Background: an optimization exercise with open tools, aiming at small area. Do not read the settings as production practice.
RTL that was checked went through simulation tests only; none was proved equivalent to the original.
For runs 2 and 3, only the layout was checked, not whether the RTL still works.
Power is estimated from default activity; no workload was simulated.

<file path="flow/flow/run.sh">
#!/bin/bash
# Standard layout, with two changes: the port buffers are the smallest buffer (buf_1) and
# clock tree synthesis uses clkbuf_4 leaf buffers without dummy loads.
set -euo pipefail
cd "$(dirname "${BASH_SOURCE[0]}")/.."
bash standard.sh synth > synth_flow.log 2>&1
bash standard.sh \
   BUFFER_PORTS_ARGS="-buffer_cell sky130_fd_sc_hd__buf_1" \
   CTS_ARGS="-sink_clustering_enable -repair_clock_nets -dont_use_dummy_load -buf_list sky130_fd_sc_hd__clkbuf_2" \
   finish > layout_flow.log 2>&1
</file>
<file path="flow/config.mk">
export PLATFORM = sky130hd
export DESIGN_NAME = step_detector_cadence_core
export DESIGN_NICKNAME = step_detector_cadence_core
export VERILOG_FILES = /design/flow/design.v
export SDC_FILE = /design/flow/constraint.sdc
export NUM_CORES = 4
export LEC_CHECK = 0
export CAP_MARGIN = 20
export CORE_MARGIN = 2
export CORE_UTILIZATION = 40
export SLEW_MARGIN = 20
</file>
<file path="flow/standard.sh">
#!/bin/bash
# synth_recipe.tcl (not shown) runs the flow's synth.tcl, then flattens the netlist and writes it again
# the make line also repeats each setting of config.mk as NAME=value (left out here)
make -C /OpenROAD-flow-scripts/flow DESIGN_CONFIG=/design/flow/config.mk WORK_HOME=/design/flow/orfs CLKGATE_MAP_FILE= SYNTH_SCRIPT=/design/flow/synth_recipe.tcl "${@:-finish}"
</file>
<file path="flow/constraint.sdc">
create_clock -name core_clock -period 9.0 [get_ports {clock}]
set_input_delay 1.8000 -clock core_clock [delete_from_list [all_inputs] [get_ports {clock}]]
set_output_delay 1.8000 -clock core_clock [all_outputs]
set_load 0.01 [all_outputs]
</file>
<file path="flow/design.v">
`timescale 1ns / 1ps
package sdc_pkg;
   localparam int ACCEL_W      = 16;
   localparam int TIME_W       = 32;
   localparam int THR_W        = 15;
   localparam int INTV_W       = 16;
   localparam int STEP_COUNT_W = 24;
   localparam int CAD_W        = 17;
   localparam int CSR_IDX_W    = 3;
   localparam int CSR_DATA_W   = 16;
   localparam int COUNT_WIDTH_DEF = 24;
   localparam logic [CSR_IDX_W-1:0] CSR_PEAK_THRESHOLD  = 3'd0;
   localparam logic [CSR_IDX_W-1:0] CSR_RELEASE_MARGIN  = 3'd1;
   localparam logic [CSR_IDX_W-1:0] CSR_MIN_INTERVAL_MS = 3'd2;
   localparam logic [CSR_IDX_W-1:0] CSR_MAX_INTERVAL_MS = 3'd3;
   localparam logic [CSR_IDX_W-1:0] CSR_IDLE_TIMEOUT_MS = 3'd4;
   localparam logic [THR_W-1:0]  PEAK_THRESHOLD_RST  = 15'd3072;
   localparam logic [THR_W-1:0]  RELEASE_MARGIN_RST  = 15'd256;
   localparam logic [INTV_W-1:0] MIN_INTERVAL_RST    = 16'd200;
   localparam logic [INTV_W-1:0] MAX_INTERVAL_RST    = 16'd3000;
   localparam logic [INTV_W-1:0] IDLE_TIMEOUT_RST    = 16'd2500;
   localparam int MUL_W  = 17;
   localparam int PROD_W = 32;
   localparam int                 DIV_W     = 24;
   localparam logic [DIV_W-1:0]   DIV_NUMER = 24'd15360000;  
   localparam logic [CAD_W-1:0]   CAD_MAX   = 17'd131071;
   localparam logic [MUL_W-1:0]   W_OLD     = 17'd179;
   localparam logic [MUL_W-1:0]   W_NEW     = 17'd77;
   localparam logic [PROD_W-1:0]  AVG_ROUND = 32'd128;
   typedef struct packed {
      logic busy;
      logic done;
   } sdc_div_stat_type;
endpackage
`timescale 1ns / 1ps
`timescale 1ns / 1ps
module step_detector_cadence_core #(
   parameter int COUNT_WIDTH = 24
) (
   input  logic               clock,
   input  logic               reset,
   input  logic               csr_we,
   input  logic [2:0]         csr_index,
   input  logic [15:0]        csr_wdata,
   input  logic               req_valid,
   output logic               req_stall,
   input  logic signed [15:0] req_accel_x,
   input  logic signed [15:0] req_accel_y,
   input  logic signed [15:0] req_accel_z,
   input  logic [31:0]        req_time_ms,
   input  logic               req_clear_count,
   output logic               rsp_valid,
   input  logic               rsp_stall,
   output logic               rsp_stepped,
   output logic [23:0]        rsp_step_count,
   output logic [16:0]        rsp_cadence
);
   localparam logic [2:0] P_IDLE = 3'd0, P_M1 = 3'd1, P_M2 = 3'd2, P_DL = 3'd3,
                          P_DIV = 3'd4, P_AVG = 3'd5, P_LT = 3'd6, P_DONE = 3'd7;
   logic [14:0] thr_ff, mrg_ff;
   logic [15:0] min_ff, max_ff, idle_ff;
   localparam logic [15:0] THR_RST = 16'd3072, MRG_RST = 16'd256, MIN_RST = 16'd200,
                           MAX_RST = 16'd3000, IDLE_RST = 16'd2500;
   wire [15:0] rmask = {16{reset}};
   wire [15:0] thr_d  = (csr_wdata & ~rmask) | (THR_RST & rmask);
   wire [15:0] mrg_d  = (csr_wdata & ~rmask) | (MRG_RST & rmask);
   wire [15:0] min_d  = (csr_wdata & ~rmask) | (MIN_RST & rmask);
   wire [15:0] max_d  = (csr_wdata & ~rmask) | (MAX_RST & rmask);
   wire [15:0] idle_d = (csr_wdata & ~rmask) | (IDLE_RST & rmask);
   wire        wr     = csr_we & ~reset;
   always_ff @(posedge clock) begin
      if (reset || (wr && csr_index == 3'd0)) thr_ff  <= thr_d[14:0];
      if (reset || (wr && csr_index == 3'd1)) mrg_ff  <= mrg_d[14:0];
      if (reset || (wr && csr_index == 3'd2)) min_ff  <= min_d;
      if (reset || (wr && csr_index == 3'd3)) max_ff  <= max_d;
      if (reset || (wr && csr_index == 3'd4)) idle_ff <= idle_d;
   end
   logic [2:0] ph, ph_nx;
   logic [9:0] cnt;
   wire  [4:0] c    = cnt[4:0];
   wire  [3:0] ii   = cnt[3:0];
   wire  [5:0] ka   = cnt[9:4];
   wire  [4:0] nn   = cnt[9:5];
   wire        last32 = &c;
   wire        first  = (c == 5'd0);
   wire        mend   = last32 && (cnt[9:5] == 5'h1F);
   logic [31:0] L;            
   logic [23:0] C;            
   logic [16:0] D;            
   logic        armed, have_last, hit, rsp_valid_ff;
   logic [16:0] Q;
   logic [8:0] acc;
   logic        bw, cc, prev, sub, mlt, sat, rs;
   logic        gt_min, lt_max, gt_idle, gt117;
   wire tb     = req_time_ms[c];
   wire lb     = L[0];
   wire bw_in  = first ? 1'b0 : bw;
   wire db     = tb ^ lb ^ bw_in;
   wire bw_nx  = (~tb & lb) | (~(tb ^ lb) & bw_in);
   localparam logic [6:0] K117 = 7'd117;
   wire minb  = ~c[4] & min_ff[c[3:0]];
   wire maxb  = ~c[4] & max_ff[c[3:0]];
   wire idlb  = ~c[4] & idle_ff[c[3:0]];
   wire k117b = (c < 5'd7) & K117[c[2:0]];
   wire gt_min_nx  = (db != minb)  ? db   : (~first & gt_min);
   wire lt_max_nx  = (db != maxb)  ? maxb : (~first & lt_max);
   wire gt_idle_nx = (db != idlb)  ? db   : (~first & gt_idle);
   wire gt117_nx   = (db != k117b) ? db   : (~first & gt117);
   wire [3:0] mi     = cnt[4:1];
   wire       mb     = cnt[0];
   wire [4:0] mk     = cnt[9:5];
   wire [4:0] jd     = mk - {1'b0, mi};
   wire       jvalid = (mk >= {1'b0, mi}) && !jd[4];
   wire [3:0] j      = jd[3:0];
   wire [3:0] sel    = mb ? j : mi;
   wire [15:0] t16   = {1'b0, thr_ff};
   wire [15:0] m16   = (ph == P_M1) ? 16'd0 : {1'b0, mrg_ff};
   wire xs = req_accel_x[sel];
   wire ys = req_accel_y[sel];
   wire zs = req_accel_z[sel];
   wire ts = t16[sel];
   wire ms = m16[sel];
   logic xl, yl, zl, tl, ml;
   always_ff @(posedge clock) begin
      xl <= xs;
      yl <= ys;
      zl <= zs;
      tl <= ts;
      ml <= ms;
   end
   wire xp = xl & xs;
   wire yp = yl & ys;
   wire zp = zl & zs;
   wire [1:0] nxyz = {1'b0, xp} + {1'b0, yp} + {1'b0, zp};
   wire       neg  = (mi == 4'd15) ^ (j == 4'd15);
   wire       ai   = tl ^ ml;
   wire       aj   = ts ^ ms;
   wire       pp   = ai & aj;
   wire       same = (tl == ts);
   wire       corr = (ph == P_M1) && (mk == 5'd0) && (mi == 4'd0);
   logic [3:0] v_m;
   always_comb begin
      v_m = '0;
      if (mb) begin
         if (jvalid) begin
            v_m = neg ? (4'd0 - {2'b00, nxyz}) : {2'b00, nxyz};
            if (pp) v_m = same ? v_m - 4'd1 : v_m + 4'd1;
         end
         if (corr) v_m = v_m - 4'd1;
      end
   end
   wire rb = sub & ~sat;
   logic tap;
   always_comb begin
      case (ii)
         4'd0: tap = D[0];
         4'd1: tap = Q[0];
         4'd2: tap = D[16];
         4'd3: tap = Q[15];
         4'd4: tap = Q[14];
         4'd5: tap = D[13];
         4'd6: tap = D[12];
         4'd7: tap = Q[11];
         4'd8: tap = D[10];
         default: tap = 1'b0;
      endcase
   end
   wire [5:0] te  = ka - ((ii == 4'd0) ? 6'd0 : {2'b00, ii} - 6'd1);
   wire       v_a = tap & (te <= 6'd16);
   wire [8:0] v9  = (ph == P_AVG) ? {8'd0, v_a} : {{5{v_m[3]}}, v_m};
   wire [8:0] nxt = acc + v9;
   wire              col_end = (ph == P_AVG) ? (ii == 4'd15) : last32;
   wire              obit = nxt[0];
   wire nbit = (nn == 5'd2) | (nn == 5'd3);
   wire da   = first ? nbit : prev;
   wire dbb  = (~c[4] & lb) ^ sub;
   wire dcin = first ? sub : cc;
   wire ds   = da ^ dbb ^ dcin;
   wire dco  = (da & dbb) | (dcin & (da ^ dbb));
   wire upd  = hit & have_last & gt_min_nx & lt_max_nx;
   wire kill = ~hit & gt_idle_nx;
   wire start = (ph == P_IDLE) && req_valid && !rsp_valid_ff && last32;
   wire accept = (ph == P_DONE) && req_valid;
   always_comb begin
      ph_nx = ph;
      case (ph)
         P_IDLE: if (start) ph_nx = P_M1;
         P_M1:   if (mend) ph_nx = P_M2;
         P_M2:   if (mend) ph_nx = P_DL;
         P_DL:   if (last32) ph_nx = upd ? P_DIV : (hit ? P_LT : P_DONE);
         P_DIV:  if (last32 && nn == 5'd17) ph_nx = P_AVG;
         P_AVG:  if (last32 && nn == 5'd16) ph_nx = P_LT;
         P_LT:   if (last32) ph_nx = P_DONE;
         P_DONE: if (accept) ph_nx = P_IDLE;
         default: ph_nx = P_IDLE;
      endcase
   end
   always_ff @(posedge clock) begin
      if (reset) begin
         ph           <= P_IDLE;
         cnt          <= '0;
         rsp_valid_ff <= 1'b0;
         armed        <= 1'b1;
         have_last    <= 1'b0;
      end else begin
         ph       <= ph_nx;
         cnt[4:0] <= cnt[4:0] + 5'd1;
         if (ph_nx != ph) cnt[9:5] <= '0;
         else if (last32) cnt[9:5] <= cnt[9:5] + 5'd1;
         if (rsp_valid_ff && !rsp_stall) rsp_valid_ff <= 1'b0;
         if (accept) begin
            rsp_valid_ff <= 1'b1;
            have_last    <= have_last | hit;
         end
         if (ph == P_DL && last32) armed <= (mlt & rs) | (armed & ~hit);
      end
   end
   always_ff @(posedge clock) begin
      if (reset || (start && req_clear_count)) C <= '0;
      else if (ph == P_DL && c < 5'd24) C <= {C[0] ^ cc, C[23:1]};
   end
   always_ff @(posedge clock) begin
      if (reset || (ph == P_DL && last32 && kill)) D <= '0;
      else if (ph == P_AVG && col_end)
         D <= {D[0], D[16:10], ((ka >= 6'd8) && (ka <= 6'd24)) ? obit : D[9], D[8:1]};
   end
   logic lin;
   always_comb begin
      if (ph == P_LT) lin = tb;
      else if (ph == P_DL && hit) lin = c[4] ? ((c < 5'd23) & K117[c[2:0]]) : db;
      else lin = lb;
   end
   always_ff @(posedge clock)
      L <= {lin, L[31:17], (ph == P_DIV && !c[4]) ? ds : L[16], L[15:1]};
   always_ff @(posedge clock) begin
      if (start || (ph == P_M1 && mend)) acc <= '0;
      else if (ph == P_DIV && ph_nx == P_AVG) acc <= {2'b01, rb, 2'b00, rb, rb, 1'b0, rb};
      else acc <= col_end ? {nxt[8], nxt[8:1]} : nxt;
   end
   always_ff @(posedge clock) begin
      bw      <= bw_nx;
      prev    <= L[16];
      gt_min  <= gt_min_nx;
      lt_max  <= lt_max_nx;
      gt_idle <= gt_idle_nx;
      gt117   <= gt117_nx;
      if (ph == P_M1 && mend) hit <= armed & ~nxt[8];
      if (!mb) mlt <= (ts ^ ms) ? ts : (~first & mlt);
      if (ph == P_M2 && mend) rs <= nxt[8];
      if (ph == P_M2 && mend) cc <= hit & ~(&C);
      else if (ph == P_DL) cc <= C[0] & cc;
      else if (ph == P_DIV) cc <= dco;
      if (ph == P_DL && last32) begin
         sat <= ~gt117_nx;
         sub <= 1'b1;
      end else if (ph == P_DIV && c == 5'd16) sub <= ~ds;
   end
   always_ff @(posedge clock) begin
      if (ph == P_DIV && nn != 5'd0 && c <= 5'd15)
         Q <= {Q[0], first ? (sub | sat) : Q[16], Q[15:1]};
      else if (ph == P_AVG && col_end)
         Q <= {Q[0], Q[16:1]};
   end
   assign req_stall      = (ph != P_DONE);
   assign rsp_valid      = rsp_valid_ff;
   assign rsp_stepped    = hit;
   assign rsp_step_count = C;
   assign rsp_cadence    = D;
endmodule
</file>
==> run notes, run 1 <==
YOSYS
---------------------------------------------------------------------------------
Post-synthesis cell count                                                     912
Fraction of synthesized cell area taken by the top area cell type           29.8%
Leading post-synthesis cells by cell area                            sky130_fd_sc_hd__edfxtp_1 30%, sky130_fd_sc_hd__dfxtp_1 22%, sky130_fd_sc_hd__mux4_2 8.3%
Avg Cell Area, Syn                                                       11.0 um2
Prevailing post-synth register cell                                  sky130_fd_sc_hd__dfxtp_1
Total of flip-flops plus latches after synthesis                              210
Number of synthesized flops with an enable pin                                100
Number of warnings printed during yosys synthesis                               1
Number of different library cells in the post-synthesis netlist                75
Leading area contributor after synthesis                             sky130_fd_sc_hd__edfxtp_1
Synth Net Count                                                              1057
Async set or reset register ratio after synthesis                              0%
Netlist area before placement                                           10100 um2
Portion of the post-synthesis area used by sequential elements              51.7%

STA
---------------------------------------------------------------------------------
Final count of hold timing violations                                           0
Setup total negative slack                                                   0 ns
Setup repair after global routing missed its margin                            no
Final setup violation count                                                     0
Tightest slew margin relative to the limit                                  37.7%
Pins Over Slew Limit                                                            0
Measured slew at the worst slew-check pin                                0.935 ns
Post-route clock skew                                                    0.163 ns
Post-route fraction of the period consumed by the critical path             90.6%
Fin crit period                                                           8.15 ns
Min setup slack post-route                                               0.849 ns
Top achievable clock speed                                                123 MHz

DRT
---------------------------------------------------------------------------------
Total Routed Length                                                      22400 um
Drt drc                                                                         0
Detailed-route vias per instance                                             5.21
Violation count after the first detailed-routing iteration                    401
Overall via count from detail_route                                          7373
Routed length per instance                                                15.9 um
Post-route ant nets                                                             0
Number of detailed-route iterations in the first pass                           5

CRITICAL PATH
---------------------------------------------------------------------------------
Worst setup slack for register-to-register paths                          0.85 ns
Worst stage delay on the critical path                                    0.57 ns
Cell with the largest stage delay on the worst path                  sky130_fd_sc_hd__fa_1
Critical path class                                                  flip-flop to flip-flop
Crit-path max FO                                                               17
Critical Path Source Type                                               flip-flop
FF-to-FF Start                                                             cnt[1]
Critical Path End Type                                                  flip-flop
Data arrival time of the worst path                                       8.62 ns
Reg2reg path depth                                                             31
Critical path buffers and inverters                                             2
Kind of cell adding the most delay to the critical path               adder cells
Data required time of the critical path                                   9.47 ns
Worst reg2reg endpoint                                                        hit

CTS
---------------------------------------------------------------------------------
Register clock-pin slew on the reported worst setup and hold paths        0.09 ns
Number of hold buffers added after CTS                                          0
Latest clock arrival within the worst-skew pair                           0.87 ns
Clock H-tree levels                                                             2
Root cell of the clock tree                                          sky130_fd_sc_hd__clkbuf_2
Count of clock tree sinks                                                     210
Clock tree from TritonCTS                                                    done
Count of buffers added by post-CTS timing repair for setup                      0
TritonCTS Buffers                                                              54
Maximum clock insertion buffer count                                            3

HOLD PATH
---------------------------------------------------------------------------------
Hold-critical path endpoint                                                 L[10]
Hold Crit Depth                                                                 0
Min-delay src                                                               L[11]
Class of the tightest hold or removal check                          flip-flop to flip-flop

RUN
---------------------------------------------------------------------------------
Max-cap violations                                                              0

DIE
---------------------------------------------------------------------------------
Die X                                                                      163 um
Starting Density                                                            40.3%
Core region area                                                        25000 um2
Die area                                                                26500 um2
Number of core rows                                                            58
Die Y-Extent                                                               163 um
Top-level port count                                                          149

LAYOUT
---------------------------------------------------------------------------------
Area Overhead vs Synth                                                      11.2%
Number of fill cells in the layout                                           2404
Layout cells sized above 1                                                  12.7%
Final layout net count                                                       1230
Summed area of non-filler cells in the final layout                     11200 um2
Area used by multi-input combinational logic                             4530 um2
Sequential cell area                                                     5210 um2

GLOBAL ROUTING
---------------------------------------------------------------------------------
Overall routing resource usage                                              17.2%
Number of antenna violations at the first check in global routing               1
Global-route wire length before repair                                   36400 um
Vias in the first global route                                               7112
Global-route congestion overflow total                                          0
Largest net degree at the start of global routing                              46

PLACED DESIGN
---------------------------------------------------------------------------------
Routability-driven placement congestion ratio                               0.819
Post-placement setup slack                                               0.808 ns
Port-buffer cells                                                             148
Post-DP Area                                                            10900 um2
Detail Placement HPWL                                                    16100 um

STATUS
---------------------------------------------------------------------------------
Result of the run                                no timing/DRC/antenna violations

POWER
---------------------------------------------------------------------------------
Maximum resistive drop on vdd                                           0.0802 mV
Power per standard cell area                                           188 nW/um2
Reported leakage power                                                    4.06 nW

==> placed cells by master (no fill, tap or decap), types with 6 or more instances in the layout <==
master                       n
sky130_fd_sc_hd__edfxtp_1  100
sky130_fd_sc_hd__nand3_1     9
sky130_fd_sc_hd__buf_4      12
sky130_fd_sc_hd__or2_2      12
sky130_fd_sc_hd__mux2i_1    24
sky130_fd_sc_hd__nand2_1   138
sky130_fd_sc_hd__o21ai_0    30
sky130_fd_sc_hd__a21oi_1    74
sky130_fd_sc_hd__clkbuf_2   55
sky130_fd_sc_hd__nand4_1    10
sky130_fd_sc_hd__ha_1       34
sky130_fd_sc_hd__nor3_1     13
sky130_fd_sc_hd__mux2_2      6
sky130_fd_sc_hd__xnor2_1    15
sky130_fd_sc_hd__buf_1     147
sky130_fd_sc_hd__mux4_2     37
sky130_fd_sc_hd__and3_1     10
sky130_fd_sc_hd__dfxtp_1   109
sky130_fd_sc_hd__xor2_1      8
sky130_fd_sc_hd__inv_1      33
sky130_fd_sc_hd__nor2_1     62
sky130_fd_sc_hd__nor2b_1    28
sky130_fd_sc_hd__nand2b_1   10
sky130_fd_sc_hd__a31oi_1     7
sky130_fd_sc_hd__fa_1        6
==> state kept, by name (all words and copies together), names as in the netlist, 3 cells and up <==
| register | cells |
|---|---|
| Q | 17 |
| D | 17 |
| min_ff | 16 |
| acc | 9 |
| mrg_ff | 15 |
| ph | 3 |
| cnt | 10 |
| thr_ff | 15 |
| idle_ff | 16 |
| max_ff | 16 |
| C | 24 |
| L | 32 |
==> cell usage after synthesis, types with 4 or more instances <==
master / count
sky130_fd_sc_hd__nand2_1: 138
sky130_fd_sc_hd__or4_1: 4
sky130_fd_sc_hd__buf_2: 8
sky130_fd_sc_hd__nor4_1: 4
sky130_fd_sc_hd__ha_1: 34
sky130_fd_sc_hd__o22ai_1: 5
sky130_fd_sc_hd__a31oi_1: 7
sky130_fd_sc_hd__nor2b_1: 28
sky130_fd_sc_hd__or3_1: 4
sky130_fd_sc_hd__xnor2_1: 15
sky130_fd_sc_hd__buf_1: 5
sky130_fd_sc_hd__nand3_1: 9
sky130_fd_sc_hd__edfxtp_1: 100
sky130_fd_sc_hd__buf_6: 5
sky130_fd_sc_hd__o21bai_1: 4
sky130_fd_sc_hd__or2_2: 12
sky130_fd_sc_hd__nor3_1: 13
sky130_fd_sc_hd__a21oi_1: 74
sky130_fd_sc_hd__a211oi_1: 4
sky130_fd_sc_hd__xor2_1: 8
sky130_fd_sc_hd__o21ai_0: 30
sky130_fd_sc_hd__nor2_1: 62
sky130_fd_sc_hd__clkbuf_1: 25
sky130_fd_sc_hd__fa_1: 6
sky130_fd_sc_hd__mux2_2: 6
sky130_fd_sc_hd__nand2b_1: 10
sky130_fd_sc_hd__nand4_1: 10
sky130_fd_sc_hd__mux2i_1: 24
sky130_fd_sc_hd__a21o_1: 5
sky130_fd_sc_hd__and3_1: 10
sky130_fd_sc_hd__dfxtp_1: 110
sky130_fd_sc_hd__mux4_2: 37
sky130_fd_sc_hd__inv_1: 33
sky130_fd_sc_hd__a22oi_1: 5
==> cell families after synthesis <==
group           count (synthesis)  share of synthesized area (%)
mux                            69                           11.7
fa+ha+maj                      43                           5.71
flops                         210                           51.7
simple gates                  319                           14.8
buf+inv                        77                           3.34
other cells                     1                         0.0372
xor+xnor                       25                           2.32
compound gates                168                           10.4
==> layout make-up <==
class                      count  area share, %
clock buffer                  54           2.41
timing repair buffer         160           5.78
tap                          330           3.69
multi-input combinational    625           40.5
antenna                        1         0.0223
inverter                      34           1.14
sequential                   210           46.5
==> layer usage <==
layer	wire [um]	GRT usage, %	up-vias
li1	-	-	3637
met1	10400	23.9	3518
met2	10600	27.2	175
met3	946	3.34	43
met4	452	5.59	0
met5	0	0	-
==> worst max path at each step <==
stage | from | end | cells past startpoint | slack (ns)
floorplan | cnt[5] | hit | 33 | 1.66
global placement | cnt[5] | hit | 30 | 1.04
detailed placement | cnt[5] | hit | 30 | 0.81
CTS | cnt[1] | hit | 30 | 0.67
global route | cnt[5] | hit | 30 | 0.20
finish | cnt[1] | hit | 31 | 0.85
==> where the power goes <==
part	leakage [nW]	total [mW]	switching [mW]	internal (mW)
sequential	1.80	1.11	0.0284	1.08
combinational	2.03	0.514	0.278	0.236
clock	0.224	0.484	0.329	0.155
==> worst register-to-register path, delay by kind of cell (launching register included) <==
family          cells  cell delay (ns)
flops               1             0.35
compound gates      9             1.62
fa+ha+maj           7             2.84
simple gates        8             1.01
buf+inv             2             0.29
xor+xnor            1             0.28
mux                 4             1.40
==> through the flow <==
step                      hold WS, ns  utilization [%]  power, mW  instances
final                           0.312             44.9       2.11       1414
after global routing            0.318             44.9       2.25       1414
after CTS                       0.314             44.8       2.14       1413
after detailed placement        0.312             43.8       1.64       1359
after global placement          0.311             43.8       1.64       1359
after floorplan                 0.310                -       1.53        912
==> what timing repair did <==
item                                   CTS  global route
endpoints found under the hold margin    0             0
gates resized for setup                  0             1
setup endpoints to repair                0             2
==> run 2, diff against run 1 <==
--- a/flow/design.v
+++ b/flow/design.v
@@ -89,7 +89,7 @@
    logic [16:0] D;            
    logic        armed, have_last, hit, rsp_valid_ff;
    logic [16:0] Q;
-   logic [8:0] acc;
+   logic [7:0] acc;
    logic        bw, cc, prev, sub, mlt, sat, rs;
    logic        gt_min, lt_max, gt_idle, gt117;
    wire tb     = req_time_ms[c];
@@ -167,8 +167,8 @@
    end
    wire [5:0] te  = ka - ((ii == 4'd0) ? 6'd0 : {2'b00, ii} - 6'd1);
    wire       v_a = tap & (te <= 6'd16);
-   wire [8:0] v9  = (ph == P_AVG) ? {8'd0, v_a} : {{5{v_m[3]}}, v_m};
-   wire [8:0] nxt = acc + v9;
+   wire [7:0] v9  = (ph == P_AVG) ? {7'd0, v_a} : {{4{v_m[3]}}, v_m};
+   wire [7:0] nxt = acc + v9;
    wire              col_end = (ph == P_AVG) ? (ii == 4'd15) : last32;
    wire              obit = nxt[0];
    wire nbit = (nn == 5'd2) | (nn == 5'd3);
@@ -234,8 +234,8 @@
       L <= {lin, L[31:17], (ph == P_DIV && !c[4]) ? ds : L[16], L[15:1]};
    always_ff @(posedge clock) begin
       if (start || (ph == P_M1 && mend)) acc <= '0;
-      else if (ph == P_DIV && ph_nx == P_AVG) acc <= {2'b01, rb, 2'b00, rb, rb, 1'b0, rb};
-      else acc <= col_end ? {nxt[8], nxt[8:1]} : nxt;
+      else if (ph == P_DIV && ph_nx == P_AVG) acc <= {1'b1, rb, 2'b00, rb, rb, 1'b0, rb};
+      else acc <= col_end ? {nxt[7] & (ph != P_AVG), nxt[7:1]} : nxt;
    end
    always_ff @(posedge clock) begin
       bw      <= bw_nx;
@@ -244,9 +244,9 @@
       lt_max  <= lt_max_nx;
       gt_idle <= gt_idle_nx;
       gt117   <= gt117_nx;
-      if (ph == P_M1 && mend) hit <= armed & ~nxt[8];
+      if (ph == P_M1 && mend) hit <= armed & ~nxt[7];
       if (!mb) mlt <= (ts ^ ms) ? ts : (~first & mlt);
-      if (ph == P_M2 && mend) rs <= nxt[8];
+      if (ph == P_M2 && mend) rs <= nxt[7];
       if (ph == P_M2 && mend) cc <= hit & ~(&C);
       else if (ph == P_DL) cc <= C[0] & cc;
       else if (ph == P_DIV) cc <= dco;
==> flow/flow/run.sh (replaced) <==
#!/bin/bash
# Standard synthesis and layout, with two changes: the port buffers are the smallest buffer
# (buf_1), and clock tree synthesis uses clkbuf_2 buffers and no dummy loads.
set -euo pipefail
cd "$(dirname "${BASH_SOURCE[0]}")/.."
bash standard.sh synth > synth_flow.log 2>&1
bash standard.sh \
   BUFFER_PORTS_ARGS="-buffer_cell sky130_fd_sc_hd__buf_1" \
   CTS_ARGS="-sink_clustering_enable -repair_clock_nets -dont_use_dummy_load -buf_list sky130_fd_sc_hd__clkbuf_2" \
   finish > layout_flow.log 2>&1
==> run 2 against run 1 <==
Compared with the run above:
- still clean
- clock power grew 3%
- sequential power hardly changed
- cell count increased by 1.9%
- critical path type unchanged
- largest power group unchanged
- highest routed layer unchanged
==> run notes, run 2 <==
LAYOUT
---------------------------------------------------------------------------------
Number of fill cells in the layout                                           2394   -0.42%
Most frequent cells in the layout                                    178 x sky130_fd_sc_hd__nand2_1, 147 x sky130_fd_sc_hd__buf_1, 108 x sky130_fd_sc_hd__dfxtp_1
Final layout net count                                                       1262   +2.6%
Largest register FFs                                                           32   unchanged
Biggest regs                                                         L (32), C (24)
Most common library cell in the layout ignoring fill and taps        sky130_fd_sc_hd__nand2_1
Layout cells sized above 1                                                  11.1%   -1.5 points
Register name with the most flops                                               L
Area Overhead vs Synth                                                      10.8%

YOSYS
---------------------------------------------------------------------------------
Post-synthesis cell count                                                     950   +4.2%
Total of flip-flops plus latches after synthesis                              209   -0.48%
Number of different library cells in the post-synthesis netlist                76   +1.3%
Netlist area before placement                                           10000 um2   -0.56%
Fraction of synthesized cell area taken by the top area cell type           30.0%   +0.17 points
Most frequent cells after synthesis                                  178 x sky130_fd_sc_hd__nand2_1, 109 x sky130_fd_sc_hd__dfxtp_1, 100 x sky130_fd_sc_hd__edfxtp_1
Portion of the post-synthesis area used by sequential elements              51.8%   +0.091 points
Number of synthesized flops with an enable pin                                100   unchanged
Avg Cell Area, Syn                                                       10.5 um2   -4.5%
Leading area contributor after synthesis                             sky130_fd_sc_hd__edfxtp_1
Async set or reset register ratio after synthesis                              0%   unchanged
Prevailing post-synth register cell                                  sky130_fd_sc_hd__dfxtp_1
Leading post-synthesis cells by cell area                            sky130_fd_sc_hd__edfxtp_1 30%, sky130_fd_sc_hd__dfxtp_1 22%, sky130_fd_sc_hd__nand2_1 6.7%
Synth Net Count                                                              1094   +3.5%
Number of warnings printed during yosys synthesis                               1   unchanged
Dominant cell by count in the synthesized netlist                    sky130_fd_sc_hd__nand2_1

PLACED DESIGN
---------------------------------------------------------------------------------
Detail Placement HPWL                                                    16400 um   +2.2%
Port-buffer cells                                                             148   unchanged
Routability-driven placement congestion ratio                               0.826   +0.79%

STA
---------------------------------------------------------------------------------
Fin crit period                                                           7.93 ns   -0.217 ns
Final count of hold timing violations                                           0   unchanged
Pins Over Slew Limit                                                            0   unchanged
Post-route fraction of the period consumed by the critical path             88.2%   -2.4 points
Post-route clock skew                                                    0.119 ns   -0.0441 ns
Tightest slew margin relative to the limit                                  39.4%   +1.7 points
Setup total negative slack                                                   0 ns   unchanged
Top achievable clock speed                                                126 MHz   +2.7%
Setup repair after global routing missed its margin                            no
Final setup violation count                                                     0   unchanged
Measured slew at the worst slew-check pin                                0.901 ns   -0.0338 ns

CTS
---------------------------------------------------------------------------------
TritonCTS Buffers                                                              55   +1.9%
Register clock-pin slew on the reported worst setup and hold paths        0.09 ns   about the same
Clock tree from TritonCTS                                                    done
Count of clock tree sinks                                                     209   -0.48%
Clock H-tree levels                                                             2   unchanged
Maximum clock insertion buffer count                                            3   unchanged
Count of buffers added by post-CTS timing repair for setup                      0   unchanged
Number of gates resized after cts                                               0   unchanged
Latest clock arrival within the worst-skew pair                           0.84 ns   -0.03 ns
Root cell of the clock tree                                          sky130_fd_sc_hd__clkbuf_2
Number of hold buffers added after CTS                                          0   unchanged

CRITICAL PATH
---------------------------------------------------------------------------------
Worst setup slack for register-to-register paths                          1.07 ns   +0.22 ns
FF-to-FF Start                                                             cnt[2]
Cell with the largest stage delay on the worst path                  sky130_fd_sc_hd__fa_1
Worst reg2reg endpoint                                                        hit
Critical path buffers and inverters                                             2   unchanged
Reg2reg path depth                                                             30   -3.2%
Worst stage delay on the critical path                                    0.74 ns   +0.17 ns
Critical path class                                                  flip-flop to flip-flop
Critical Path End Type                                                  flip-flop
Kind of cell adding the most delay to the critical path               adder cells
Data required time of the critical path                                   9.51 ns   +0.04 ns
Critical Path Source Type                                               flip-flop
Data arrival time of the worst path                                       8.44 ns   -0.18 ns
Crit-path max FO                                                               22   +5

DIE
---------------------------------------------------------------------------------
Core region area                                                        24500 um2   -2.0%
Die Y-Extent                                                               162 um   -0.27%
Top-level port count                                                          149   unchanged
Starting Density                                                            40.9%   +0.60 points
Number of core rows                                                            57   -1.7%
Die area                                                                26300 um2   -0.55%
Die X                                                                      162 um   -0.27%

POWER
---------------------------------------------------------------------------------
Reported leakage power                                                    4.13 nW   +1.7%
Power per standard cell area                                           192 nW/um2   +2.2%
PnR Total Power                                                           2.13 mW   +1.3%
Maximum resistive drop on vdd                                           0.0790 mV   -1.5%

HOLD PATH
---------------------------------------------------------------------------------
Hold-critical path endpoint                                                  L[1]
Class of the tightest hold or removal check                          flip-flop to flip-flop
Min-delay src                                                                L[2]
Hold Crit Depth                                                                 0   unchanged

DRT
---------------------------------------------------------------------------------
Number of detailed-route iterations in the first pass                           5   unchanged
Post-route ant nets                                                             0   unchanged
Routed length per instance                                                16.2 um   +2.4%
Overall via count from detail_route                                          7606   +3.2%
Detailed-route vias per instance                                             5.28   +1.2%
Total Routed Length                                                      23400 um   +4.3%
Drt drc                                                                         0   unchanged
Violation count after the first detailed-routing iteration                    498   +24%

RUN
---------------------------------------------------------------------------------
Max-cap violations                                                              0   unchanged

GLOBAL ROUTING
---------------------------------------------------------------------------------
Global-route wire length before repair                                   37900 um   +3.9%
Overall routing resource usage                                              18.0%   +0.81 points
Vias in the first global route                                               7425   +4.4%
Number of antenna violations at the first check in global routing               1   unchanged
Largest net degree at the start of global routing                              46   unchanged
Global-route congestion overflow total                                          0   unchanged

STATUS
---------------------------------------------------------------------------------
Result of the run                                no timing/DRC/antenna violations

==> run 2: worst max-delay path by stage <==
| stage | startpoint | endpoint | cells after the start |
|---|---|---|---|
| 2_1_floorplan | cnt[2] | hit | 32 |
| 3_3_place_gp | cnt[2] | hit | 30 |
| 3_5_place_dp | cnt[2] | hit | 30 |
| 4_1_cts | cnt[2] | hit | 30 |
| 5_1_grt | cnt[2] | acc[7] | 31 |
| 6_report | cnt[2] | hit | 30 |
==> run 2: layout make-up <==
cell class                      instances  area [um2]  share of cell area [%]
Tap cell                              324         405                    3.65
Inverter                               36         135                    1.22
Sequential cell                       209        5190                    46.7
Multi-Input combinational cell        660        4480                    40.4
Clock buffer                           55         275                    2.48
Antenna cell                            1        2.50                  0.0225
Timing Repair Buffer                  156         617                    5.56
==> run 2: report_power, final <==
part / internal [mW] / switching [mW] / total (mW)
clock network: 0.158 / 0.338 / 0.497
registers: 1.07 / 0.0301 / 1.10
logic: 0.234 / 0.297 / 0.531
==> run 2: metal layers <==
metal  share of wire (%)  vias to the layer above  GRT usage [%]
met5                   0                        -              0
li1                    -                     3738              -
met3                 5.8                       42           4.75
met4                 1.8                        0           5.19
met2                  46                      217           28.2
met1                  47                     3609           24.7
==> run 2: per-stage QoR <==
stage,hold slack (ns),area (um2),cells,setup slack (ns),util (%)
6_report,0.319,11100,1441,1.07,45.4
4_1_cts,0.309,11100,1440,1.05,45.4
5_1_grt,0.303,11100,1441,0.299,45.4
3_3_place_gp,0.311,10800,1385,1.35,44.2
3_5_place_dp,0.312,10800,1385,1.15,44.2
2_1_floorplan,0.310,10000,950,1.59,-
==> run 2: kinds of logic after synthesis <==
logic type	Yosys count	synth area share [%]
AND/OR/NAND/NOR	362	16.8
flip-flops	209	51.8
AO/OA/AOI/OAI	174	11.0
buffers and inverters	81	3.60
multiplexers	54	8.71
adder cells (fa/ha/maj)	42	5.62
XOR/XNOR	27	2.44
other	1	0.0374
==> run 3, diff against run 2 <==
--- a/flow/config.mk
+++ b/flow/config.mk
@@ -7,5 +7,6 @@
 export LEC_CHECK = 0
 export CAP_MARGIN = 20
 export CORE_MARGIN = 2
-export CORE_UTILIZATION = 40
+export CORE_UTILIZATION = 65
+export PLACE_DENSITY = 0.75
 export SLEW_MARGIN = 20
==> run 3 against run 2 <==
Compared with the run above:
- non-clock buffer count shrank 1
- combinational power shrank 0.9%
- flip-flop and latch count is the same
- global-route usage grew 9.6 points
- highest routed layer unchanged
- clock power shrank 6.2%
- first-iteration DRC count shrank 16%
==> run notes, run 3 <==
STATUS
-----------------------------------------------------------------------------------
Result of the run                                  no timing/DRC/antenna violations

LAYOUT
-----------------------------------------------------------------------------------
Diodes inserted                                                                   0   -1
Summed area of non-filler cells in the final layout                       10900 um2   -1.8%
Register name with the most flops                                                 L
Layout cells sized above 1                                                    10.8%   -0.32 points
Biggest regs                                                           L (32), C (24)
Number of fill cells in the layout                                             1175   -51%
Area Overhead vs Synth                                                        8.79%
Final design utilization                                                      71.9%   +27 points
Count of placed standard cells in the final layout, fillers left out           1300   -9.8%
Most common library cell in the layout ignoring fill and taps          sky130_fd_sc_hd__nand2_1
Final layout net count                                                         1258   -0.32%
Most frequent cells in the layout                                      178 x sky130_fd_sc_hd__nand2_1, 147 x sky130_fd_sc_hd__buf_1, 108 x sky130_fd_sc_hd__dfxtp_1
Largest register FFs                                                             32   unchanged

POWER
-----------------------------------------------------------------------------------
Maximum resistive drop on vdd                                              0.103 mV   +30%
P_int                                                                       1.46 mW   -0.59%
Sw Ratio                                                                      30.5%   -0.69 points
PnR Total Power                                                             2.10 mW   -1.6%
Part of the power in registers                                                52.7%   +0.9 points
Power per standard cell area                                             193 nW/um2   +0.27%
Reported leakage power                                                      4.11 nW   -0.44%
Psw                                                                          641 uW   -3.7%
Fraction of power consumed by combinational cells                             25.1%   +0.2 points
Clock Power Share                                                             22.2%   -1.1 points

DIE
-----------------------------------------------------------------------------------
Number of core rows                                                              45   -21%
Die Y-Extent                                                                 128 um   -21%
Die area                                                                  16400 um2   -38%
Top-level port count                                                            149   unchanged
Die X                                                                        128 um   -21%
Starting Density                                                              66.1%   +25 points
Core region area                                                          15100 um2   -38%

GLOBAL ROUTING
-----------------------------------------------------------------------------------
Global-route wire length before repair                                     35700 um   -5.6%
Vias in the first global route                                                 7465   +0.54%
Global-route congestion overflow total                                            0   unchanged
Number of antenna violations at the first check in global routing                 0   -1
Largest net degree at the start of global routing                                46   unchanged
Overall routing resource usage                                                27.6%   +9.6 points

CTS
-----------------------------------------------------------------------------------
Number of gates resized after cts                                                 0   unchanged
Count of clock tree sinks                                                       209   unchanged
Maximum clock insertion buffer count                                              3   unchanged
Clock H-tree levels                                                               2   unchanged
Latest clock arrival within the worst-skew pair                             0.79 ns   -0.05 ns
TritonCTS Buffers                                                                52   -5.5%
Clock tree from TritonCTS                                                      done
Register clock-pin slew on the reported worst setup and hold paths          0.09 ns   about the same
Count of buffers added by post-CTS timing repair for setup                        0   unchanged
Number of hold buffers added after CTS                                            0   unchanged
Root cell of the clock tree                                            sky130_fd_sc_hd__clkbuf_2

YOSYS
-----------------------------------------------------------------------------------
Dominant cell by count in the synthesized netlist                      sky130_fd_sc_hd__nand2_1
Leading post-synthesis cells by cell area                              sky130_fd_sc_hd__edfxtp_1 30%, sky130_fd_sc_hd__dfxtp_1 22%, sky130_fd_sc_hd__nand2_1 6.7%
Avg Cell Area, Syn                                                         10.5 um2   unchanged
Synth Net Count                                                                1094   unchanged
Leading area contributor after synthesis                               sky130_fd_sc_hd__edfxtp_1
Portion of the post-synthesis area used by sequential elements                51.8%   unchanged
Number of synthesized flops with an enable pin                                  100   unchanged
Netlist area before placement                                             10000 um2   unchanged
Total of flip-flops plus latches after synthesis                                209   unchanged
Number of warnings printed during yosys synthesis                                 1   unchanged
Number of different library cells in the post-synthesis netlist                  76   unchanged
Post-synthesis cell count                                                       950   unchanged
Async set or reset register ratio after synthesis                                0%   unchanged
Fraction of synthesized cell area taken by the top area cell type             30.0%   unchanged
Most frequent cells after synthesis                                    178 x sky130_fd_sc_hd__nand2_1, 109 x sky130_fd_sc_hd__dfxtp_1, 100 x sky130_fd_sc_hd__edfxtp_1
Prevailing post-synth register cell                                    sky130_fd_sc_hd__dfxtp_1

STA
-----------------------------------------------------------------------------------
Post-route clock skew                                                      0.152 ns   +0.0324 ns
Post-route fraction of the period consumed by the critical path               88.0%   -0.19 points
Hold_ws                                                                    0.321 ns   +0.00214 ns
Final setup violation count                                                       0   unchanged
Setup total negative slack                                                     0 ns   unchanged
Measured slew at the worst slew-check pin                                  0.854 ns   -0.0473 ns
Fin crit period                                                             7.92 ns   -0.0168 ns
Pins Over Slew Limit                                                              0   unchanged
Top achievable clock speed                                                  126 MHz   +0.21%
Final count of hold timing violations                                             0   unchanged
Min setup slack post-route                                                  1.08 ns   +0.0168 ns
Tightest slew margin relative to the limit                                    43.0%   +3.6 points
Setup repair after global routing missed its margin                              no

CRITICAL PATH
-----------------------------------------------------------------------------------
Crit-path max FO                                                                 25   +14%
Cell with the largest stage delay on the worst path                    sky130_fd_sc_hd__fa_1
Start point of the critical path                                             cnt[5]
Data required time of the critical path                                     9.48 ns   -0.03 ns
Critical Path End Type                                                    flip-flop
Data arrival time of the worst path                                         8.39 ns   -0.05 ns
Critical path buffers and inverters                                               4   +2
Critical Path Source Type                                                 flip-flop
Critical path class                                                    flip-flop to flip-flop
Kind of cell adding the most delay to the critical path                 adder cells
Worst stage delay on the critical path                                      0.64 ns   -0.10 ns
FF-to-FF Start                                                               cnt[5]

PLACED DESIGN
-----------------------------------------------------------------------------------
Post-DP Area                                                              10600 um2   -1.7%
Routability-driven placement congestion ratio                                 0.891   +7.8%
Detail Placement HPWL                                                      15600 um   -5.1%
Total placed cells including tap cells                                         1248   -9.9%
Port-buffer cells                                                               148   unchanged
Post-placement setup slack                                                  1.13 ns   -0.0202 ns

RUN
-----------------------------------------------------------------------------------
Max-cap violations                                                                0   unchanged

DRT
-----------------------------------------------------------------------------------
Routed length per instance                                                  16.8 um   +3.4%
Total Routed Length                                                        21800 um   -6.7%
Overall via count from detail_route                                            7680   +0.97%
Number of detailed-route iterations in the first pass                             5   unchanged
Drt drc                                                                           0   unchanged
Detailed-route vias per instance                                               5.91   +12%
Post-route ant nets                                                               0   unchanged
Violation count after the first detailed-routing iteration                      419   -16%

HOLD PATH
-----------------------------------------------------------------------------------
Class of the tightest hold or removal check                            flip-flop to flip-flop
Min-delay src                                                                 L[24]

## run 3: cell types whose count changed in the layout (fill, tap and decap cells not counted)
cell                       previous run  this run
sky130_fd_sc_hd__and2_1               6         7
sky130_fd_sc_hd__buf_4                8         7
sky130_fd_sc_hd__mux2i_2              0         1
sky130_fd_sc_hd__and2_0               1         0
sky130_fd_sc_hd__clkbuf_2            56        53
sky130_fd_sc_hd__diode_2              1         0
sky130_fd_sc_hd__mux2i_4              2         1
## run 3: path summary, 6_finish.rpt
check,end,slack (ns),cells past startpoint
setup reg to reg,hit,1.08,32
setup / recovery,hit,1.08,32
hold / removal,L[23],0.32,0
hold reg to reg,L[23],0.32,0
## run 3: layer usage
layer | share of wire (%) | vias up | track usage [%]
met2 | 47 | 299 | 44.1
met1 | 44 | 3609 | 37.7
met3 | 6.8 | 52 | 5.30
li1 | - | 3720 | -
met5 | 0 | - | 0
met4 | 2.6 | 0 | 10.7
## run 3: cells by family (layout without fill, tap and decap cells)
group | count (synthesis) | in the layout | share of synthesized area (%)
fa+ha+maj | 42 | 42 | 5.62
flops | 209 | 209 | 51.8
other cells | 1 | 1 | 0.0374
buf+inv | 81 | 243 | 3.60
xor+xnor | 27 | 27 | 2.44
simple gates | 362 | 362 | 16.8
mux | 54 | 54 | 8.71
compound gates | 174 | 174 | 11.0
## run 3: layout make-up
type / instances / area [um2] / area share [%]
Clock buffer: 52 / 260 / 2.39
Inverter: 36 / 135 / 1.24
Multi-Input combinational cell: 660 / 4470 / 41.0
Sequential cell: 209 / 5190 / 47.6
Tap cell: 188 / 235 / 2.16
Timing Repair Buffer: 155 / 609 / 5.59
## run 3: power by group through the flow
stage	logic, mW	registers (mW)	clock network (mW)
after floorplan	0.419	1.11	0
after global placement	0.512	1.12	0
after detailed placement	0.523	1.13	0
after CTS	0.525	1.11	0.481
after global routing	0.591	1.11	0.527
final	0.526	1.11	0.466
==> run 4, diff against run 3 <==
--- a/flow/design.v
+++ b/flow/design.v
@@ -87,7 +87,8 @@
    logic [31:0] L;            
    logic [23:0] C;            
    logic [16:0] D;            
-   logic        armed, have_last, hit, rsp_valid_ff;
+   logic        armed, have_last, hit, rsp_valid_ff, cpend;
+   wire         cclr = req_clear_count | cpend;    
    logic [16:0] Q;
    logic [7:0] acc;
    logic        bw, cc, prev, sub, mlt, sat, rs;
@@ -200,6 +201,7 @@
          ph           <= P_IDLE;
          cnt          <= '0;
          rsp_valid_ff <= 1'b0;
+         cpend        <= 1'b1;
          armed        <= 1'b1;
          have_last    <= 1'b0;
       end else begin
@@ -208,6 +210,7 @@
          if (ph_nx != ph) cnt[9:5] <= '0;
          else if (last32) cnt[9:5] <= cnt[9:5] + 5'd1;
          if (rsp_valid_ff && !rsp_stall) rsp_valid_ff <= 1'b0;
+         if (ph == P_DL && last32) cpend <= 1'b0;
          if (accept) begin
             rsp_valid_ff <= 1'b1;
             have_last    <= have_last | hit;
@@ -216,8 +219,7 @@
       end
    end
    always_ff @(posedge clock) begin
-      if (reset || (start && req_clear_count)) C <= '0;
-      else if (ph == P_DL && c < 5'd24) C <= {C[0] ^ cc, C[23:1]};
+      if (ph == P_DL && c < 5'd24) C <= {(C[0] & ~cclr) ^ cc, C[23:1]};
    end
    always_ff @(posedge clock) begin
       if (reset || (ph == P_DL && last32 && kill)) D <= '0;
@@ -247,8 +249,8 @@
       if (ph == P_M1 && mend) hit <= armed & ~nxt[7];
       if (!mb) mlt <= (ts ^ ms) ? ts : (~first & mlt);
       if (ph == P_M2 && mend) rs <= nxt[7];
-      if (ph == P_M2 && mend) cc <= hit & ~(&C);
-      else if (ph == P_DL) cc <= C[0] & cc;
+      if (ph == P_M2 && mend) cc <= hit & (cclr | ~(&C));
+      else if (ph == P_DL) cc <= C[0] & ~cclr & cc;
       else if (ph == P_DIV) cc <= dco;
       if (ph == P_DL && last32) begin
          sat <= ~gt117_nx;
==> run 4 against run 3 <==
Compared with the run above:
- flip-flop and latch count is 1 higher
- hold slack better by 0.0018 ns
- synthesized cell count is 8.2% lower
- final area is 0.72% lower
- die area is 1.4% lower
- largest cell class unchanged
==> run notes, run 4 <==
YOSYS
------------------------------------------------------------------------------------
Number of different library cells in the post-synthesis netlist                   69   -9.2%
Total of flip-flops plus latches after synthesis                                 210   +0.48%
Fraction of synthesized cell area taken by the top area cell type              37.7%   +7.7 points
Leading area contributor after synthesis                                sky130_fd_sc_hd__edfxtp_1
Dominant cell by count in the synthesized netlist                       sky130_fd_sc_hd__nand2_1
Prevailing post-synth register cell                                     sky130_fd_sc_hd__edfxtp_1
Netlist area before placement                                               9870 um2   -1.4%
Synth Net Count                                                                 1016   -7.1%
Post-synthesis cell count                                                        872   -8.2%
Most frequent cells after synthesis                                     131 x sky130_fd_sc_hd__nand2_1, 124 x sky130_fd_sc_hd__edfxtp_1, 86 x sky130_fd_sc_hd__dfxtp_1
Portion of the post-synthesis area used by sequential elements                 55.2%   +3.4 points
Async set or reset register ratio after synthesis                                 0%   unchanged
Number of warnings printed during yosys synthesis                                  1   unchanged
Number of synthesized flops with an enable pin                                   124   +24%
Leading post-synthesis cells by cell area                               sky130_fd_sc_hd__edfxtp_1 38%, sky130_fd_sc_hd__dfxtp_1 17%, sky130_fd_sc_hd__mux4_2 5.7%
Avg Cell Area, Syn                                                          11.3 um2   +7.4%

STA
------------------------------------------------------------------------------------
Setup total negative slack                                                      0 ns   unchanged
Setup repair after global routing missed its margin                               no
Final setup violation count                                                        0   unchanged
Pins Over Slew Limit                                                               0   unchanged
Post-route fraction of the period consumed by the critical path                90.4%   +2.5 points
Final count of hold timing violations                                              0   unchanged
Top achievable clock speed                                                   123 MHz   -2.7%
Post-route clock skew                                                       0.133 ns   -0.0183 ns
Tightest slew margin relative to the limit                                     32.3%   -11 points
Measured slew at the worst slew-check pin                                    1.02 ns   +0.162 ns
Fin crit period                                                              8.14 ns   +0.222 ns
Min setup slack post-route                                                  0.861 ns   -0.222 ns

CTS
------------------------------------------------------------------------------------
TritonCTS Buffers                                                                 51   -1.9%
Number of hold buffers added after CTS                                             0   unchanged
Latest clock arrival within the worst-skew pair                              0.78 ns   about the same
Maximum clock insertion buffer count                                               3   unchanged
Register clock-pin slew on the reported worst setup and hold paths           0.09 ns   about the same
Root cell of the clock tree                                             sky130_fd_sc_hd__clkbuf_2
Clock tree from TritonCTS                                                       done
Number of gates resized after cts                                                  0   unchanged
Count of buffers added by post-CTS timing repair for setup                         0   unchanged
Count of clock tree sinks                                                        210   +0.48%
Clock H-tree levels                                                                2   unchanged

DIE
------------------------------------------------------------------------------------
Die Y-Extent                                                                  127 um   -0.70%
Die area                                                                   16200 um2   -1.4%
Starting Density                                                               65.7%   -0.46 points
Number of core rows                                                               45   unchanged
Top-level port count                                                             149   unchanged
Die X                                                                         127 um   -0.70%
Core region area                                                           15000 um2   -0.74%

CRITICAL PATH
------------------------------------------------------------------------------------
Critical Path Source Type                                                  flip-flop
Critical path buffers and inverters                                                1   -3
Depth of the critical timing path with buffers and inverters included             32   unchanged
Critical Path End Type                                                     flip-flop
Crit-path max FO                                                                  18   -28%
Most frequent cell on the critical path                                 sky130_fd_sc_hd__nand2_1
Start point of the critical path                                              cnt[1]
Timing endpoint of the critical path                                             hit
Worst stage delay on the critical path                                       0.69 ns   +0.05 ns
Data arrival time of the worst path                                          8.67 ns   +0.28 ns
Critical path class                                                     flip-flop to flip-flop
FF-to-FF Start                                                                cnt[1]
Kind of cell adding the most delay to the critical path                  adder cells
Cell with the largest stage delay on the worst path                     sky130_fd_sc_hd__fa_1
Reg2reg path depth                                                                32   unchanged
Data required time of the critical path                                      9.53 ns   +0.05 ns
Worst setup slack for register-to-register paths                             0.86 ns   -0.22 ns
Worst reg2reg endpoint                                                           hit

LAYOUT
------------------------------------------------------------------------------------
Largest register FFs                                                              32   unchanged
Most frequent cells in the layout                                       147 x sky130_fd_sc_hd__buf_1, 131 x sky130_fd_sc_hd__nand2_1, 124 x sky130_fd_sc_hd__edfxtp_1
Most common library cell in the layout ignoring fill and taps           sky130_fd_sc_hd__buf_1
Area Overhead vs Synth                                                         9.58%
Layout cells sized above 1                                                     10.4%   -0.39 points
Biggest regs                                                            L (32), C (24)
Register name with the most flops                                                  L
Final layout net count                                                          1184   -5.9%

DRT
------------------------------------------------------------------------------------
Drt drc                                                                            0   unchanged
Total Routed Length                                                         21900 um   about the same
Routed length per instance                                                   17.8 um   +6.0%
Post-route ant nets                                                                0   unchanged
Violation count after the first detailed-routing iteration                       549   +31%
Overall via count from detail_route                                             7423   -3.3%
Number of detailed-route iterations in the first pass                              5   unchanged
Detailed-route vias per instance                                                6.05   +2.4%

POWER
------------------------------------------------------------------------------------
Reported leakage power                                                       4.08 nW   -0.56%
Sw Ratio                                                                       30.4%   -0.13 points
Fraction of power consumed by combinational cells                              24.9%   -0.2 points
Clock Power Share                                                              22.0%   -0.2 points
Part of the power in registers                                                 53.1%   +0.4 points
Power per standard cell area                                              195 nW/um2   +1.5%
Maximum resistive drop on vdd                                               0.150 mV   +46%
P_int                                                                        1.47 mW   +0.91%
Psw                                                                           643 uW   +0.30%

STATUS
------------------------------------------------------------------------------------
Result of the run                                   no timing/DRC/antenna violations

GLOBAL ROUTING
------------------------------------------------------------------------------------
Overall routing resource usage                                                 27.1%   -0.54 points
Largest net degree at the start of global routing                                 46   unchanged
Number of antenna violations at the first check in global routing                  1   +1
GR Util met1                                                                   34.6%   -3.1 points
Global-route congestion overflow total                                             0   unchanged
GRT met3 Usage                                                                 5.15%   -0.15 points
Global-route track usage on met2                                               45.8%   +1.7 points
Global routing's busiest layer                                                  met2
Vias in the first global route                                                  7304   -2.2%
Global-route wire length before repair                                      34900 um   -2.5%

HOLD PATH
------------------------------------------------------------------------------------
Class of the tightest hold or removal check                             flip-flop to flip-flop

PLACED DESIGN
------------------------------------------------------------------------------------
Post-placement setup slack                                                  0.864 ns   -0.264 ns
Routability-driven placement congestion ratio                                  0.910   +2.2%
Port-buffer cells                                                                148   unchanged
Detail Placement HPWL                                                       15500 um   -0.61%

RUN
------------------------------------------------------------------------------------
Max-cap violations                                                                 0   unchanged

==> run 4: cells by family (layout without fill, tap and decap cells) <==
| family | Yosys count | count (layout) | share of synthesized area, % |
|---|---|---|---|
| xor+xnor | 26 | 26 | 2.31 |
| simple gates | 317 | 317 | 15.5 |
| mux | 49 | 49 | 8.30 |
| flops | 210 | 210 | 55.2 |
| other cells | 1 | 2 | 0.0380 |
| fa+ha+maj | 41 | 41 | 5.60 |
| buf+inv | 70 | 236 | 2.85 |
| compound gates | 158 | 158 | 10.2 |
==> run 4: power groups by stage <==
stage | registers [mW] | clock network, mW | logic [mW]
after floorplan | 1.13 | 0 | 0.406
after global placement | 1.14 | 0 | 0.492
after detailed placement | 1.14 | 0 | 0.523
after CTS | 1.12 | 0.483 | 0.525
after global routing | 1.13 | 0.517 | 0.596
final | 1.12 | 0.464 | 0.527
==> run 4: worst min-delay path by stage <==
stage / slack (ns) / endpoint / cells past startpoint / start
4_1_cts: 0.32 / L[23] / 0 / L[24]
2_1_floorplan: 0.31 / L[0] / 0 / L[1]
3_5_place_dp: 0.31 / L[21] / 0 / L[22]
6_report: 0.32 / L[23] / 0 / L[24]
3_3_place_gp: 0.31 / L[14] / 0 / L[15]
5_1_grt: 0.32 / L[23] / 0 / L[24]
==> run 4: stage by stage <==
stage	total power, mW	std cells	hold slack [ns]	utilization, %	cell area (um2)
after floorplan	1.54	872	0.310	-	9870
after global placement	1.63	1175	0.310	70.2	10600
after detailed placement	1.67	1175	0.314	70.2	10600
after CTS	2.13	1226	0.323	71.9	10800
after global routing	2.24	1227	0.317	72.0	10800
final	2.11	1227	0.323	72.0	10800
==> run 4: area by class of cell <==
cell class	count	area [um2]
diodes	1	2.50
clock buffers	51	255
inverters	30	113
multi-input cells	592	4160
fillers	1082	4220
repair buffers	155	609
flip-flops and latches	210	5450
well taps	188	235
==> run 4: metal layers <==
metal | vias up | part of all wire, %
met5 | - | 0
met4 | 0 | 3.0
met3 | 68 | 6.1
met2 | 298 | 50
met1 | 3540 | 41
li1 | 3517 | -
==> run 5, diff against run 4 <==
--- a/flow/design.v
+++ b/flow/design.v
@@ -91,7 +91,7 @@
    wire         cclr = req_clear_count | cpend;    
    logic [16:0] Q;
    logic [7:0] acc;
-   logic        bw, cc, prev, sub, mlt, sat, rs;
+   logic        bw, cc, prev, sub, mlt, rs;
    logic        gt_min, lt_max, gt_idle, gt117;
    wire tb     = req_time_ms[c];
    wire lb     = L[0];
@@ -138,7 +138,6 @@
    wire       aj   = ts ^ ms;
    wire       pp   = ai & aj;
    wire       same = (tl == ts);
-   wire       corr = (ph == P_M1) && (mk == 5'd0) && (mi == 4'd0);
    logic [3:0] v_m;
    always_comb begin
       v_m = '0;
@@ -147,10 +146,10 @@
             v_m = neg ? (4'd0 - {2'b00, nxyz}) : {2'b00, nxyz};
             if (pp) v_m = same ? v_m - 4'd1 : v_m + 4'd1;
          end
-         if (corr) v_m = v_m - 4'd1;
       end
    end
-   wire rb = sub & ~sat;
+   wire sat = ~gt117;
+   wire rb  = sub & ~sat;
    logic tap;
    always_comb begin
       case (ii)
@@ -235,7 +234,8 @@
    always_ff @(posedge clock)
       L <= {lin, L[31:17], (ph == P_DIV && !c[4]) ? ds : L[16], L[15:1]};
    always_ff @(posedge clock) begin
-      if (start || (ph == P_M1 && mend)) acc <= '0;
+      if (start) acc <= '1;                   
+      else if (ph == P_M1 && mend) acc <= '0;
       else if (ph == P_DIV && ph_nx == P_AVG) acc <= {1'b1, rb, 2'b00, rb, rb, 1'b0, rb};
       else acc <= col_end ? {nxt[7] & (ph != P_AVG), nxt[7:1]} : nxt;
    end
@@ -245,7 +245,7 @@
       gt_min  <= gt_min_nx;
       lt_max  <= lt_max_nx;
       gt_idle <= gt_idle_nx;
-      gt117   <= gt117_nx;
+      if (ph == P_DL) gt117 <= gt117_nx;    
       if (ph == P_M1 && mend) hit <= armed & ~nxt[7];
       if (!mb) mlt <= (ts ^ ms) ? ts : (~first & mlt);
       if (ph == P_M2 && mend) rs <= nxt[7];
@@ -253,7 +253,6 @@
       else if (ph == P_DL) cc <= C[0] & ~cclr & cc;
       else if (ph == P_DIV) cc <= dco;
       if (ph == P_DL && last32) begin
-         sat <= ~gt117_nx;
          sub <= 1'b1;
       end else if (ph == P_DIV && c == 5'd16) sub <= ~ds;
    end
==> run 5 against run 4 <==
Compared with the run above:
- worst setup slack gained 0.69 ns
- synthesized area shrank 2.5%
- combinational power is 13% lower
- hold slack worse by 0.012 ns
- cell count shrank 5.0%
- non-clock buffer count unchanged
- critical endpoint unchanged
- largest power group unchanged
==> run notes, run 5 <==
LAYOUT
---------------------------------------------------------------------------------
Layout cells sized above 1                                                  11.5%   +1.1 points
Register name with the most flops                                               L
Area used by multi-input combinational logic                             3930 um2   -5.4%
Diodes inserted                                                                 0   -1
Final layout net count                                                       1127   -4.8%
Final design utilization                                                    73.0%   +1.0 points
Most common library cell in the layout ignoring fill and taps        sky130_fd_sc_hd__buf_1
Area Overhead vs Synth                                                      9.80%
Sequential cell area                                                     5430 um2   -0.37%
Most frequent cells in the layout                                    147 x sky130_fd_sc_hd__buf_1, 124 x sky130_fd_sc_hd__edfxtp_1, 106 x sky130_fd_sc_hd__nand2_1
Number of fill cells in the layout                                           1026   -5.2%
Largest register FFs                                                           32   unchanged
Biggest regs                                                         L (32), C (24)

CRITICAL PATH
---------------------------------------------------------------------------------
Most frequent cell on the critical path                              sky130_fd_sc_hd__a21oi_1
Data arrival time of the worst path                                       7.90 ns   -0.77 ns
Crit-path max FO                                                               16   -2
Critical Path End Type                                                  flip-flop
Worst stage delay on the critical path                                    0.67 ns   -0.02 ns
Critical path class                                                  flip-flop to flip-flop
Data required time of the critical path                                   9.45 ns   -0.08 ns
Critical Path Source Type                                               flip-flop
Cell with the largest stage delay on the worst path                  sky130_fd_sc_hd__dfxtp_1

DRT
---------------------------------------------------------------------------------
Post-route ant nets                                                             0   unchanged
Number of detailed-route iterations in the first pass                           5   unchanged
Detailed-route vias per instance                                             5.87   -3.0%
Drt drc                                                                         0   unchanged
Total Routed Length                                                      20800 um   -4.7%
Routed length per instance                                                17.9 um   +0.25%
Overall via count from detail_route                                          6843   -7.8%
Violation count after the first detailed-routing iteration                    492   -10%

CTS
---------------------------------------------------------------------------------
Count of clock tree sinks                                                     209   -0.48%
Count of buffers added by post-CTS timing repair for setup                      0   unchanged
Number of gates resized after cts                                               0   unchanged
Clock tree from TritonCTS                                                    done
Clock H-tree levels                                                             2   unchanged
Maximum clock insertion buffer count                                            3   unchanged
Latest clock arrival within the worst-skew pair                           0.79 ns   about the same
TritonCTS Buffers                                                              52   +2.0%
Register clock-pin slew on the reported worst setup and hold paths        0.10 ns   about the same
Root cell of the clock tree                                          sky130_fd_sc_hd__clkbuf_2
Number of hold buffers added after CTS                                          0   unchanged

STA
---------------------------------------------------------------------------------
Post-route clock skew                                                    0.102 ns   -0.0317 ns
Final setup violation count                                                     0   unchanged
Post-route fraction of the period consumed by the critical path             82.8%   -7.6 points
Pins Over Slew Limit                                                            0   unchanged
Fin crit period                                                           7.45 ns   -0.687 ns
Setup total negative slack                                                   0 ns   unchanged
Tightest slew margin relative to the limit                                  41.9%   +9.6 points
Setup repair after global routing missed its margin                            no
Top achievable clock speed                                                134 MHz   +9.2%
Measured slew at the worst slew-check pin                                0.872 ns   -0.143 ns
Final count of hold timing violations                                           0   unchanged

DIE
---------------------------------------------------------------------------------
Die Y-Extent                                                               126 um   -1.2%
Core region area                                                        14500 um2   -3.7%
Top-level port count                                                          149   unchanged
Die X                                                                      126 um   -1.2%
Die area                                                                15800 um2   -2.4%
Number of core rows                                                            44   -2.2%
Starting Density                                                            66.5%   +0.81 points

GLOBAL ROUTING
---------------------------------------------------------------------------------
Global-route congestion overflow total                                          0   unchanged
Largest net degree at the start of global routing                              35   -24%
Number of antenna violations at the first check in global routing               0   -1
Overall routing resource usage                                              26.8%   -0.29 points
Global-route wire length before repair                                   34100 um   -2.1%
Vias in the first global route                                               7102   -2.8%

YOSYS
---------------------------------------------------------------------------------
Prevailing post-synth register cell                                  sky130_fd_sc_hd__edfxtp_1
Async set or reset register ratio after synthesis                              0%   unchanged
Number of different library cells in the post-synthesis netlist                62   -10%
Portion of the post-synthesis area used by sequential elements              56.4%   +1.2 points
Number of synthesized flops with an enable pin                                124   unchanged
Number of warnings printed during yosys synthesis                               1   unchanged
Post-synthesis cell count                                                     813   -6.8%
Dominant cell by count in the synthesized netlist                    sky130_fd_sc_hd__edfxtp_1
Most frequent cells after synthesis                                  124 x sky130_fd_sc_hd__edfxtp_1, 106 x sky130_fd_sc_hd__nand2_1, 85 x sky130_fd_sc_hd__dfxtp_1
Total of flip-flops plus latches after synthesis                              209   -0.48%
Leading post-synthesis cells by cell area                            sky130_fd_sc_hd__edfxtp_1 39%, sky130_fd_sc_hd__dfxtp_1 18%, sky130_fd_sc_hd__mux4_2 5.8%
Synth Net Count                                                               956   -5.9%
Avg Cell Area, Syn                                                       11.8 um2   +4.6%
Netlist area before placement                                            9630 um2   -2.5%
Leading area contributor after synthesis                             sky130_fd_sc_hd__edfxtp_1
Fraction of synthesized cell area taken by the top area cell type           38.7%   +0.97 points

POWER
---------------------------------------------------------------------------------
Power per standard cell area                                           193 nW/um2   -1.5%
Maximum resistive drop on vdd                                            0.156 mV   +3.6%
Reported leakage power                                                    3.88 nW   -4.9%

RUN
---------------------------------------------------------------------------------
Max-cap violations                                                              0   unchanged

HOLD PATH
---------------------------------------------------------------------------------
Class of the tightest hold or removal check                          flip-flop to flip-flop

PLACED DESIGN
---------------------------------------------------------------------------------
Routability-driven placement congestion ratio                               0.892   -1.9%
Port-buffer cells                                                             148   unchanged
Detail Placement HPWL                                                    15000 um   -3.0%

STATUS
---------------------------------------------------------------------------------
Result of the run                                no timing/DRC/antenna violations

-- run 5: critical path: cells and delay by family, from the launching register on --
family	cells	cell delay [ns]
buffers and inverters	5	0.88
multiplexers	2	0.66
XOR/XNOR	2	0.34
AND/OR/NAND/NOR	6	0.77
flip-flops	1	0.67
AO/OA/AOI/OAI	10	1.78
adder cells (fa/ha/maj)	5	2.05
-- run 5: cell families (layout without fill, tap and decap cells) --
kind of cell | Yosys count | count (layout) | synth area share, %
AO/OA/AOI/OAI | 148 | 148 | 9.93
XOR/XNOR | 24 | 24 | 2.18
adder cells (fa/ha/maj) | 42 | 42 | 5.82
buffers and inverters | 67 | 236 | 2.96
flip-flops | 209 | 209 | 56.4
multiplexers | 59 | 59 | 9.67
other | 1 | 1 | 0.0390
AND/OR/NAND/NOR | 263 | 263 | 13.0
-- run 5: report_power, final --
part / switching, mW / internal, mW / total, mW
Combinational: 0.248 / 0.211 / 0.458
Sequential: 0.0265 / 1.09 / 1.11
Clock: 0.314 / 0.150 / 0.464
Total: 0.589 / 1.45 / 2.03
-- run 5: layer usage --
| layer | wire [um] | vias to the layer above | track usage (%) |
|---|---|---|---|
| li1 | - | 3299 | - |
| met1 | 8530 | 3284 | 34.2 |
| met2 | 10700 | 214 | 46.4 |
| met3 | 1100 | 46 | 4.67 |
| met4 | 473 | 0 | 9.54 |
| met5 | 0 | - | 0 |
-- run 5: final timing paths --
path,cells after the start,slack [ns],to,from
hold / removal,0,0.31,L[26],L[27]
setup reg to reg,30,1.55,hit,cnt[2]
setup / recovery,30,1.55,hit,cnt[2]
hold reg to reg,0,0.31,L[26],L[27]
-- run 5: area by class of cell --
class	instances	area share, %
clock buffer	52	2.46
inverter	29	1.03
multi-input combinational	537	37.2
sequential	209	51.3
tap	184	2.18
timing repair buffer	155	5.77
-- run 5: per-stage QoR --
step	power, mW	setup WS, ns	hold slack, ns	cell area [um2]	cells
2_1_floorplan	1.48	2.43	0.310	9630	813
3_3_place_gp	1.57	2.02	0.313	10300	1114
3_5_place_dp	1.59	1.67	0.312	10300	1114
4_1_cts	2.05	1.62	0.315	10600	1166
5_1_grt	2.16	0.897	0.325	10600	1166
6_report	2.03	1.55	0.311	10600	1166

-- port drivers added, routing unchanged --
Ports are ideal in the flow. The routed layouts listed here were re-timed in OpenROAD.
Step 1 assumes that a clkbuf_16 drives the clock port and a buf_2 every other input.
Step 2, shift: input delay + t, output delay - t, t = (earliest + latest rising clock arrival at the registers) / 2. This alone moves slack from input paths to output paths.
Three values: ideal ports, drivers, drivers and shift; two values: the first two.
run | t (ns) | slack for setup (ns) | worst hold slack (ns) | worst setup path after step 2
run 1 | 0.818 | 0.849 / 0.849 / 0.849 | 0.312 / 0.312 / 0.312 | register to register
run 2 | 0.822 | 1.066 / 1.066 / 1.066 | 0.319 / 0.319 / 0.319 | register to register
run 3 | 0.749 | 1.083 / 1.083 / 1.083 | 0.321 / 0.321 / 0.321 | register to register
run 4 | 0.754 | 0.861 / 0.861 / 0.861 | 0.323 / 0.323 / 0.323 | register to register
run 5 | 0.771 | 1.548 / 1.548 / 1.548 | 0.311 / 0.311 / 0.311 | register to register
After both steps every run listed still meets setup and hold.
